What follows belongs to an exercise in optimizing a design on an open flow for small area, a short achievable clock period and few clock cycles per item; a production flow would make more cautious choices.
Where RTL was checked, it was by simulation tests only, not by an equivalence proof against the original.
Power is estimated from default activity; no workload was simulated.

==> build 42 <==
## int8_vector_l2_norm
module int8_vector_l2_norm
(
  input  logic        clk_i,
  input  logic        rst_ni,
  input  logic        in_valid,
  output logic        in_ready,
  input  logic [7:0]  in_sample_0,
  input  logic [7:0]  in_sample_1,
  input  logic [7:0]  in_sample_2,
  input  logic [7:0]  in_sample_3,
  input  logic [7:0]  in_sample_4,
  input  logic [7:0]  in_sample_5,
  input  logic [7:0]  in_sample_6,
  input  logic [7:0]  in_sample_7,
  input  logic [3:0]  in_lane_count,
  input  logic        in_last,
  output logic        out_valid,
  input  logic        out_ready,
  output logic [38:0] out_sum_of_squares,
  output logic [27:0] out_norm_fixed,
  output logic        out_overflow
);
Settings: LEC_CHECK=0, ABC_CLOCK_PERIOD_IN_PS=2000, CAP_MARGIN=20, CORE_MARGIN=2, CORE_UTILIZATION=60, SETUP_SLACK_MARGIN=3.8, SLEW_MARGIN=20; clock period 6.5 ns.
run.sh (not shown) runs the stock make flow with config.mk's settings and CLKGATE_MAP_FILE= SYNTH_SCRIPT=/design/flow/synth_recipe.tcl, a recipe that flattens the netlist after the stock synthesis.
==> trial 24: changes against build 42 <==
--- a/flow/design.v
+++ b/flow/design.v
@@ -5,14 +5,15 @@
   localparam int SSQ_W             = 18;    
   localparam int MAX_ELEMENTS_LOG2 = 24;
   localparam int CNT_W             = MAX_ELEMENTS_LOG2 + 1;
   localparam int SUM_W             = 39;
   localparam int NORM_W            = 28;
   localparam int REM_W             = NORM_W;   
   localparam int STEP_W            = 5;
+  localparam int WIN               = 3;      
   localparam logic [CNT_W-1:0] MAX_ELEMENTS = {1'b1, {MAX_ELEMENTS_LOG2{1'b0}}};
   localparam logic [SUM_W-1:0] SUM_BOUND    = {1'b1, {(SUM_W-1){1'b0}}};
 endpackage
 import ivl2n_pkg::*;
 module ivl2n_lane
 (
   input  logic                           clk_i,
@@ -1085,145 +1086,162 @@
   end
 endmodule
 import ivl2n_pkg::*;
 module ivl2n_merge
 (
   input  logic                  clk_i,
   input  logic                  rst_ni,
-  input  logic                  valid_i,    
+  input  logic                  valid_i,     
   input  logic                  valid_nx_i,  
   input  logic                  last_i,
   input  logic [LANE_CNT_W-1:0] lanes_i,
-  input  logic [SSQ_W-1:0]      ssq_i,      
-  input  logic                  free_i,     
-  output logic                  avail_o,    
+  input  logic [SSQ_W-1:0]      ssq_i,       
+  input  logic                  free_i,      
+  output logic                  avail_o,     
   output logic [SUM_W-1:0]      sum_o,
   output logic                  ovf_o,
-  output logic                  fin_d_o,    
+  output logic [WIN-1:0]        root_o,      
+  output logic [WIN:0]          rem_o,       
+  output logic [STEP_W-1:0]     step_o,      
+  output logic [1:0]            pair_o,
+  output logic                  fin_d_o,     
   output logic                  hold_d_o
 );
-  logic [SUM_W-1:0] acc_q, sum_d, fin_sum;
-  logic [CNT_W-1:0] cnt_q, cnt_sum, cnt_d;
-  logic             ovf_q, ovf_d;
-  logic             first_q, first_d, clr_q, clr_d, fin_q, fin_d;
-  logic [18:0]      lo_sum;
-  logic [20:0]      hi_inc;
-  logic [SUM_W-1:0] hold_sum_q;
-  logic             hold_ovf_q, hold_q, hold_d;
-  logic             load, hold_load;
+  localparam int PADW = 40 + 2 * WIN;
+  logic [SUM_W-1:0]  acc_q, sum_d, fin_sum;
+  logic [CNT_W-1:0]  cnt_q, cnt_sum, cnt_d;
+  logic              ovf_q, ovf_d;
+  logic              first_q, first_d, clr_q, clr_d, fin_q, fin_d;
+  logic [18:0]       lo_sum;
+  logic [20:0]       hi_inc;
+  logic              hold_q, hold_d, load, hold_load;
+  logic [SUM_W-1:0]  hold_sum_q;
+  logic              hold_ovf_q;
+  logic [WIN-1:0]    hold_root_q, win_root;
+  logic [WIN:0]      hold_rem_q, win_rem;
+  logic [STEP_W-1:0] hold_step_q, step_init;
+  logic [1:0]        hold_pair_q, pair_init;
+  logic [PADW-1:0]   pad;
+  logic [19:0]       nz, top;
+  logic              none;
+  logic [2*WIN-1:0]  win;
   assign first_d  = valid_i ? last_i : first_q;
   assign clr_d    = valid_nx_i && first_d;
   assign lo_sum   = {1'b0, acc_q[17:0]} + {1'b0, ssq_i};
   assign hi_inc   = acc_q[38:18] + 21'd1;
   assign sum_d    = clr_q ? SUM_W'(ssq_i)
                   : {lo_sum[18] ? hi_inc : acc_q[38:18], lo_sum[17:0]};
   assign cnt_sum  = cnt_q + CNT_W'(lanes_i);
   assign cnt_d    = clr_q ? CNT_W'(lanes_i) : cnt_sum;
   assign ovf_d    = !clr_q && (ovf_q || (cnt_sum[CNT_W-1] && cnt_sum[CNT_W-2:0] != '0));
   assign fin_sum  = ovf_q ? SUM_BOUND : acc_q;
-  assign avail_o  = hold_q || fin_q;
-  assign sum_o    = hold_q ? hold_sum_q : fin_sum;
-  assign ovf_o    = hold_q ? hold_ovf_q : ovf_q;
-  assign load     = free_i && avail_o;
-  assign hold_load = fin_q && (hold_q ? load : !free_i);
-  assign hold_d   = hold_q ? (!load || fin_q) : (fin_q && !free_i);
-  assign fin_d    = (valid_i && last_i) || (fin_q && hold_q && !load);
-  assign fin_d_o  = fin_d;
-  assign hold_d_o = hold_d;
+  assign pad = {1'b0, fin_sum, {(2*WIN){1'b0}}};
+  always_comb begin
+    for (int j = 0; j < 20; j++) nz[j] = pad[2*j+1+2*WIN -: 2] != 2'b00;
+    for (int j = 0; j < 20; j++) begin
+      top[j] = nz[j];
+      for (int i = j + 1; i < 20; i++) top[j] = top[j] && !nz[i];
+    end
+    none      = (nz == '0);
+    step_init = none ? STEP_W'(8 - WIN) : '0;
+    win       = '0;
+    pair_init = '0;
+    for (int j = 0; j < 20; j++) begin
+      if (top[j]) step_init = step_init | STEP_W'(j + 8 - WIN);
+      win       = win | (top[j] ? pad[2*j+1+2*WIN -: 2*WIN] : '0);
+      pair_init = pair_init | (top[j] ? pad[2*j+1 -: 2] : 2'b00);
+    end
+    win_root = '0;
+    for (int r = 1; r < (1 << WIN); r++) begin
+      if ((r * r) <= int'(win)) win_root = WIN'(r);
+    end
+    win_rem = (WIN+1)'(int'(win) - int'(win_root) * int'(win_root));
+  end
+  assign avail_o   = hold_q;
+  assign sum_o     = hold_sum_q;
+  assign ovf_o     = hold_ovf_q;
+  assign root_o    = hold_root_q;
+  assign rem_o     = hold_rem_q;
+  assign step_o    = hold_step_q;
+  assign pair_o    = hold_pair_q;
+  assign load      = free_i && hold_q;
+  assign hold_load = fin_q && (!hold_q || load);
+  assign hold_d    = hold_load || (hold_q && !load);
+  assign fin_d     = (valid_i && last_i) || (fin_q && !hold_load);
+  assign fin_d_o   = fin_d;
+  assign hold_d_o  = hold_d;
   always_ff @(posedge clk_i or negedge rst_ni) begin
     if (!rst_ni) begin
       first_q <= 1'b1;
       clr_q   <= 1'b0;
       fin_q   <= 1'b0;
       hold_q  <= 1'b0;
     end else begin
       first_q <= first_d;
       clr_q   <= clr_d;
-      fin_q  <= fin_d;
-      hold_q <= hold_d;
+      fin_q   <= fin_d;
+      hold_q  <= hold_d;
     end
   end
   always_ff @(posedge clk_i) begin
     acc_q <= sum_d;
     cnt_q <= cnt_d;
     ovf_q <= ovf_d;
     if (hold_load) begin
-      hold_sum_q <= fin_sum;
-      hold_ovf_q <= ovf_q;
+      hold_sum_q  <= fin_sum;
+      hold_ovf_q  <= ovf_q;
+      hold_root_q <= win_root;
+      hold_rem_q  <= win_rem;
+      hold_step_q <= step_init;
+      hold_pair_q <= pair_init;
     end
   end
 endmodule
 import ivl2n_pkg::*;
 module ivl2n_sqrt
 (
   input  logic              clk_i,
   input  logic              rst_ni,
   input  logic              avail_i,     
   input  logic [SUM_W-1:0]  sum_i,
   input  logic              ovf_i,
+  input  logic [WIN-1:0]    root_i,      
+  input  logic [WIN:0]      rem_i,       
+  input  logic [STEP_W-1:0] step_i,      
+  input  logic [1:0]        pair_i,
   input  logic              out_ready_i,
   output logic              free_o,      
   output logic              out_valid_o,
   output logic [SUM_W-1:0]  sum_o,
   output logic [NORM_W-1:0] norm_o,
   output logic              ovf_o
 );
-  localparam int WIN = 3;               
-  localparam int PADW = 40 + 2 * WIN;
   logic              run_q, done_q, load, last_step;
   logic [SUM_W-1:0]  sum_q;
   logic              ovf_q;
-  logic [REM_W-1:0]  rem_q, rem_init;
+  logic [28:0]       rem_q;          
   logic [NORM_W-1:0] root_q;
-  logic [STEP_W-1:0] step_q, step_init, step_dec;
-  logic [1:0]        pair_q, pair_init, pair_dec;
-  logic [PADW-1:0]   in_pad;
+  logic [STEP_W-1:0] step_q, step_dec;
+  logic [1:0]        pair_q, pair_dec;
   logic [39:0]       sum_ext;
-  logic [19:0]       nz, top;
-  logic              none;
-  logic [2*WIN-1:0]  win;
-  logic [WIN-1:0]    win_root;
-  logic [WIN:0]      win_rem;
-  logic [29:0]       rem_sh, diff;
-  logic              ge;
-  assign in_pad  = {1'b0, sum_i, {(2*WIN){1'b0}}};
+  logic [31:0]       rem_sh, addend, rem_nx;
+  logic              neg, ge;
   assign sum_ext = {1'b0, sum_q};
-  always_comb begin
-    for (int j = 0; j < 20; j++) nz[j] = in_pad[2*j+1+2*WIN -: 2] != 2'b00;
-    for (int j = 0; j < 20; j++) begin
-      top[j] = nz[j];
-      for (int i = j + 1; i < 20; i++) top[j] = top[j] && !nz[i];
-    end
-    none      = (nz == '0);
-    step_init = none ? STEP_W'(8 - WIN) : '0;
-    win       = '0;
-    pair_init = '0;
-    for (int j = 0; j < 20; j++) begin
-      if (top[j]) step_init = step_init | STEP_W'(j + 8 - WIN);
-      win       = win | (top[j] ? in_pad[2*j+1+2*WIN -: 2*WIN] : '0);
-      pair_init = pair_init | (top[j] ? in_pad[2*j+1 -: 2] : 2'b00);
-    end
-  end
-  always_comb begin
-    win_root = '0;
-    for (int r = 1; r < (1 << WIN); r++) begin
-      if ((r * r) <= int'(win)) win_root = WIN'(r);
-    end
-    win_rem = (WIN+1)'(int'(win) - int'(win_root) * int'(win_root));
-  end
   assign step_dec = step_q - STEP_W'(1);
   always_comb begin
     pair_dec = 2'b00;
     for (int j = 8; j < 28; j++) begin
       if (step_dec == STEP_W'(j)) pair_dec = sum_ext[2*j-15 -: 2];
     end
   end
-  assign rem_sh = {rem_q, pair_q};
-  assign diff   = rem_sh - {1'b0, root_q[26:0], 2'b01};
-  assign ge     = !diff[29];
+  assign neg    = rem_q[28];
+  assign rem_sh = {{1{neg}}, rem_q, pair_q};
+  assign addend = {{2{!neg}}, root_q ^ {NORM_W{!neg}}, 2'b11};
+  assign rem_nx = rem_sh + addend;
+  assign ge     = !rem_nx[31];
   assign last_step = (step_q == '0);
   assign free_o    = !run_q && (!done_q || out_ready_i);
   assign load      = avail_i && free_o;
   always_ff @(posedge clk_i or negedge rst_ni) begin
     if (!rst_ni) begin
       run_q  <= 1'b0;
       done_q <= 1'b0;
@@ -1243,21 +1261,21 @@
   end
   always_ff @(posedge clk_i) begin
     if (load) begin
       sum_q <= sum_i;
       ovf_q <= ovf_i;
     end
     if (load) begin
-      root_q <= NORM_W'(win_root);
+      root_q <= NORM_W'(root_i);
     end else if (run_q) begin
       root_q <= {root_q[NORM_W-2:0], ge};
     end
-    rem_q  <= load ? REM_W'(win_rem) : (ge ? diff[REM_W-1:0] : rem_sh[REM_W-1:0]);
-    step_q <= load ? step_init : step_dec;
-    pair_q <= load ? pair_init : pair_dec;
+    rem_q  <= load ? 29'(rem_i) : rem_nx[28:0];
+    step_q <= load ? step_i : step_dec;
+    pair_q <= load ? pair_i : pair_dec;
   end
   assign out_valid_o = done_q;
   assign sum_o       = sum_q;
   assign norm_o      = root_q;
   assign ovf_o       = ovf_q;
 endmodule
 import ivl2n_pkg::*;
@@ -1291,14 +1309,18 @@
   logic                           a_valid_q, b1_valid_q, b2_valid_q, b3_valid_q;
   logic                           a_last_q, b1_last_q, b2_last_q, b3_last_q;
   logic                           a_lastv_d;
   logic [SSQ_W-1:0]               ssq;
   logic                           avail, free, fin_d, hold_d, idle_d;
   logic [SUM_W-1:0]               fin_sum;
   logic                           fin_ovf;
+  logic [WIN-1:0]                 fin_root;
+  logic [WIN:0]                   fin_rem;
+  logic [STEP_W-1:0]              fin_step;
+  logic [1:0]                     fin_pair;
   logic [5:0]                     owe;
   logic                           owe_le1, owe_eq2;
   assign samples = {in_sample_7, in_sample_6, in_sample_5, in_sample_4,
                     in_sample_3, in_sample_2, in_sample_1, in_sample_0};
   assign accept        = in_valid && in_ready_q;
   assign lanes_clamped = (in_lane_count > 4'd8) ? 4'd8 : in_lane_count;
   for (genvar k = 0; k < LANES; k++) begin : g_mag
@@ -1365,23 +1387,31 @@
     .last_i   (b3_last_q),
     .lanes_i  (b3_lanes_q),
     .ssq_i    (ssq),
     .free_i   (free),
     .avail_o  (avail),
     .sum_o    (fin_sum),
     .ovf_o    (fin_ovf),
+    .root_o   (fin_root),
+    .rem_o    (fin_rem),
+    .step_o   (fin_step),
+    .pair_o   (fin_pair),
     .fin_d_o  (fin_d),
     .hold_d_o (hold_d)
   );
   ivl2n_sqrt u_sqrt (
     .clk_i       (clk_i),
     .rst_ni      (rst_ni),
     .avail_i     (avail),
     .sum_i       (fin_sum),
     .ovf_i       (fin_ovf),
+    .root_i      (fin_root),
+    .rem_i       (fin_rem),
+    .step_i      (fin_step),
+    .pair_i      (fin_pair),
     .out_ready_i (out_ready),
     .free_o      (free),
     .out_valid_o (out_valid),
     .sum_o       (out_sum_of_squares),
     .norm_o      (out_norm_fixed),
     .ovf_o       (out_overflow)
   );
- ABC_CLOCK_PERIOD_IN_PS: 2000 -> unset
==> build 65: changes against build 42 <==
- ABC_CLOCK_PERIOD_IN_PS: 2000 -> 2700
==> notes <==
- Area after synthesis: trial 24 is lower than build 42 (0.21%).
- Power is the same in build 42 and build 65.
- Core utilization is the same in build 42 and build 65.
- Between trial 24 and build 42, the lower clock skew is in trial 24 (gap 0.011 ns).
- Build 42 passed the timing, design-rule and antenna checks. Trial 24 completed without violations. Build 65 finished clean.
- Sequential power is about the same in build 42 and build 65.
- Die area: build 42 is higher than trial 24 (0.20%).
- Non-clock buffer count: trial 24 is lower than build 42 (12).
- Of trial 24 and build 65, build 65 has the higher combinational power (gap 19%, measured against build 65).
- In flip-flop and latch count, build 42 and build 65 do not differ.
Testbench counts of trial 24, summed over its fixed seeds: cycles 29,676, vectors 1,600.
No functional check of the RTL was part of build 42 and build 65.

## separate check: timing with driven ports
No port has a modelled driver above. Below, the same layouts with a new extraction and two added sets of constraints.
Step 1 sets driving cells, clkbuf_16 on the clock port and buf_2 on the other inputs (assumed; they add their load-dependent delay and slew).
Step 2 times the ports against the registers' clock, not the clock port: input delays grow and output delays shrink by t, the midpoint of the rising clock arrivals with the driver on.
Slacks: no drivers / after step 1 / after step 2; pairs: no drivers / after step 1.
| run | shift t [ns] | setup WS [ns] | worst data-port slew with drivers (ns) |
|---|---|---|---|
| build 42 | 0.649 | 2.268 / 2.268 / 2.268 | 0.05 |
| trial 24 | 0.643 | 2.976 / 2.976 / 2.976 | 0.04 |
| build 65 | 0.649 | 2.268 / 2.268 / 2.268 | 0.05 |
After both steps every run listed still meets setup and hold.
